What follows belongs to an exercise in optimizing a design on an open flow for a short achievable clock period and few clock cycles per item; a production flow would make more cautious choices.
In this exercise RTL edits were held to simulation tests only and were not proved equivalent to the original.
Power figures rest on the tool's default switching activity, not on a simulated workload.

## srcCore
module srcCore (
    input  logic                            Clock,
    input  logic                            rstN,
    input  logic                            req,
    input  logic [srcPkg::InstrWidth-1:0]   instr,
    output logic                            ack,
    output logic [srcPkg::InstrWidth-1:0]   result,
    output logic [srcPkg::RegAddrWidth-1:0] resultReg,
    output logic                            wrote,
    output logic                            branchTaken,
    output logic                            illegal
);
For scale: ~5,300 cells after synthesis.
Settings: LEC_CHECK=0, ABC_CLOCK_PERIOD_IN_PS=2000, CAP_MARGIN=50, CORE_MARGIN=2, CORE_UTILIZATION=40, SETUP_SLACK_MARGIN=4.4, SLEW_MARGIN=50, SYNTH_HIERARCHICAL=1, TNS_END_PERCENT=100; clock period 8.0 ns.
run.sh (not shown) runs the stock make flow with config.mk's settings and CLKGATE_MAP_FILE= SYNTH_SCRIPT=/design/flow/synth_recipe.tcl, a recipe that flattens the netlist after the stock synthesis.
Testbench counts at the start, summed over its fixed seeds: cycles 6,400, items 3,200.
Next try:
--- a/flow/design.v
+++ b/flow/design.v
@@ -143,31 +143,29 @@
             negA  = negA  | (raHot[i] & regNeg[i]);
         end
     end
     always_comb begin
         case (cond)
             2'd0:    condMet = zeroA;
             2'd1:    condMet = !zeroA;
             2'd2:    condMet = negA;
             default: condMet = !negA;
         endcase
     end
-    logic [W-1:0] x, yPlain, yInv, y;
-    logic         cin, yInvOn, addOn;
+    logic [W-1:0] x, y;
+    logic         cin, addOn;
     assign addOn  = isAdd | isSub | isAddi | isNeg;
     assign cin    = isSub | isNeg;
-    assign yInvOn = isSub | isNeg;
-    assign x      = readPort(rbHot & {16{isAdd | isSub | isAddi}}, regsFlat);
-    assign yPlain = readPort(rcHot & {16{isAdd}}, regsFlat);
-    assign yInv   = readPort((rcHot & {16{isSub}}) | (rbHot & {16{isNeg}}), regsFlat);
-    assign y      = yPlain | ({W{yInvOn}} & ~yInv) | ({W{isAddi}} & imm);
+    assign x      = {W{isAdd | isSub | isAddi}} & bVal;
+    assign y      = ({W{isAdd}} & cVal) | ({W{isSub}} & ~cVal) | ({W{isNeg}} & ~bVal) |
+                    ({W{isAddi}} & imm);
     logic [W-1:0]  p, g, t, sum0, sum1;
     logic [NB-1:0] blkG, blkP;
     always_comb begin
         p = x ^ y;
         g = x & y;
         t = x | y;
         for (int b = 0; b < NB; b++) begin
             for (int j = 0; j <= BB; j++) begin
                 logic c0, all;
                 c0  = 1'b0;
                 all = addOn;   
@@ -181,26 +179,26 @@
                 if (j < BB) begin
                     sum0[b*BB + j] = p[b*BB + j] ^ c0;
                     sum1[b*BB + j] = p[b*BB + j] ^ (c0 | all);
                 end else begin
                     blkG[b] = c0;
                     blkP[b] = all;
                 end
             end
         end
     end
     logic [W-1:0] rLo, rHi, lLo, lHi;
-    assign rLo = readPort(rbHot & {16{shRight}}, regsFlat);
-    assign rHi = readPort(rbHot & {16{isRor}}, regsFlat) | {W{isShra & bVal[W-1]}};
-    assign lLo = readPort(rbHot & {16{shLeft}}, regsFlat);
-    assign lHi = readPort(rbHot & {16{isRol}}, regsFlat);
+    assign rLo = {W{shRight}} & bVal;
+    assign rHi = ({W{isRor}} & bVal) | {W{isShra & bVal[W-1]}};
+    assign lLo = {W{shLeft}} & bVal;
+    assign lHi = {W{isRol}} & bVal;
     function automatic logic [W:0] funnel(input logic [2*W-1:0] v, input logic [7:0] amtHot);
         logic [W+6:0] stageA;
         for (int i = 0; i < W + 7; i++) begin
             stageA[i] = 1'b0;
             for (int m = 0; m < 4; m++) stageA[i] = stageA[i] | (amtHot[4 + m] & v[i + 8*m]);
         end
         for (int i = 0; i < W + 1; i++) begin
             funnel[i] = 1'b0;
             for (int n = 0; n < 4; n++) funnel[i] = funnel[i] | (amtHot[n] & stageA[i + 2*n]);
         end
     endfunction
Result:
- The new run completed with no timing, DRC or antenna violations
- via count fell by 15%
- design area fell by 9.1%
- die area fell by 5.8%
- sequential share of layout area rose by 2.3 points
- combinational power fell by 15%
Testbench counts after the change, summed over its fixed seeds: cycles 6,400, items 3,200.

--- another note on this design; it stands on its own ---

Setup of before:
==> flow/design.v (excerpt) <==
module srcCore (
    input  logic                            Clock,
    input  logic                            rstN,
    input  logic                            req,
    input  logic [srcPkg::InstrWidth-1:0]   instr,
    output logic                            ack,
    output logic [srcPkg::InstrWidth-1:0]   result,
    output logic [srcPkg::RegAddrWidth-1:0] resultReg,
    output logic                            wrote,
    output logic                            branchTaken,
    output logic                            illegal
);
    logic [srcPkg::RegCount*srcPkg::InstrWidth-1:0] regsFlat;
    logic [srcPkg::RegCount-1:0] regZero, regNeg;
    srcPkg::DecodedOp            decNext, dec;
    logic [srcPkg::InstrWidth-1:0] value;
    regBank regBank_inst (
        .Clock    (Clock),
        .rstN     (rstN),
        .wrEn     (ack && dec.writes),   
        .wrAddr   (dec.destReg),
        .wrData   (value),
        .regsFlat (regsFlat),
        .regZero  (regZero),
        .regNeg   (regNeg)
    );
    instrDecode instrDecode_inst (
        .instr    (instr),
        .regsFlat (regsFlat),
        .regZero  (regZero),
        .regNeg   (regNeg),
        .dec      (decNext)
    );
    resultStage resultStage_inst (
        .Clock   (Clock),
        .rstN    (rstN),
        .req     (req),
  ...
Settings: LEC_CHECK=0, ABC_CLOCK_PERIOD_IN_PS=2000, CAP_MARGIN=20, CORE_MARGIN=2, CORE_UTILIZATION=40, SETUP_SLACK_MARGIN=4.4, SLEW_MARGIN=20, TNS_END_PERCENT=100; clock period 8.0 ns.
run.sh (not shown) runs the stock make flow with config.mk's settings and CLKGATE_MAP_FILE= SYNTH_SCRIPT=/design/flow/synth_recipe.tcl, a recipe that flattens the netlist after the stock synthesis.
[before] flow finished | final checks: failed | reasons: capacitance limit
Testbench counts of before, summed over its fixed seeds: cycles 6,400, items 3,200.
Edits applied to the flow inputs when going from before to after:
Settings: PLACE_DENSITY now 0.75, previously not set; CORE_UTILIZATION now 65, was 40.
==> comparison <==
before → after: number of buffers inserted by post-CTS setup repair up about 3%; floorplan die width has decreased. When after is measured against before, its routability congestion estimate from global placement turns out 13% higher. after is listed as incomplete: the tool reported an error in global routing and the run ended there. Diff before -> after: worst-case setup slack after placement up 320 ps, number of top-level design ports flat. From before to after, register bit total from synthesis did not move at all.

[afterwards: timing with drivers on the ports]
In the flow no input, the clock included, has a driving cell. The finished layouts below were timed again as built, in two steps. Step 1: set_driving_cell puts a clkbuf_16 on Clock and a buf_2 on each other input, an assumption about the parent block. Step 2 moves the port delays by t, midway between the first and last clock arrival at a register: inputs arrive t later, outputs are due t later. That takes back most of the time a late clock gives input paths. Three values: ideal ports, drivers, drivers and shift; two values: the first two.
run	t (ns)	slack for setup (ns)	clock arrival spread, ns	worst slew at a driven data input, ns
the first run of note 1	0.794	3.658 / 3.402 / 2.608	0.053 / 0.054	0.45
the second run of note 1	0.758	3.578 / 3.269 / 2.511	0.036 / 0.035	0.50
before	0.750	3.083 / 3.013 / 2.918	0.050 / 0.049	0.38
The setup slack of the second run of note 1, which loses most, moves by -0.309 ns with the drivers and by -1.067 ns with both steps.
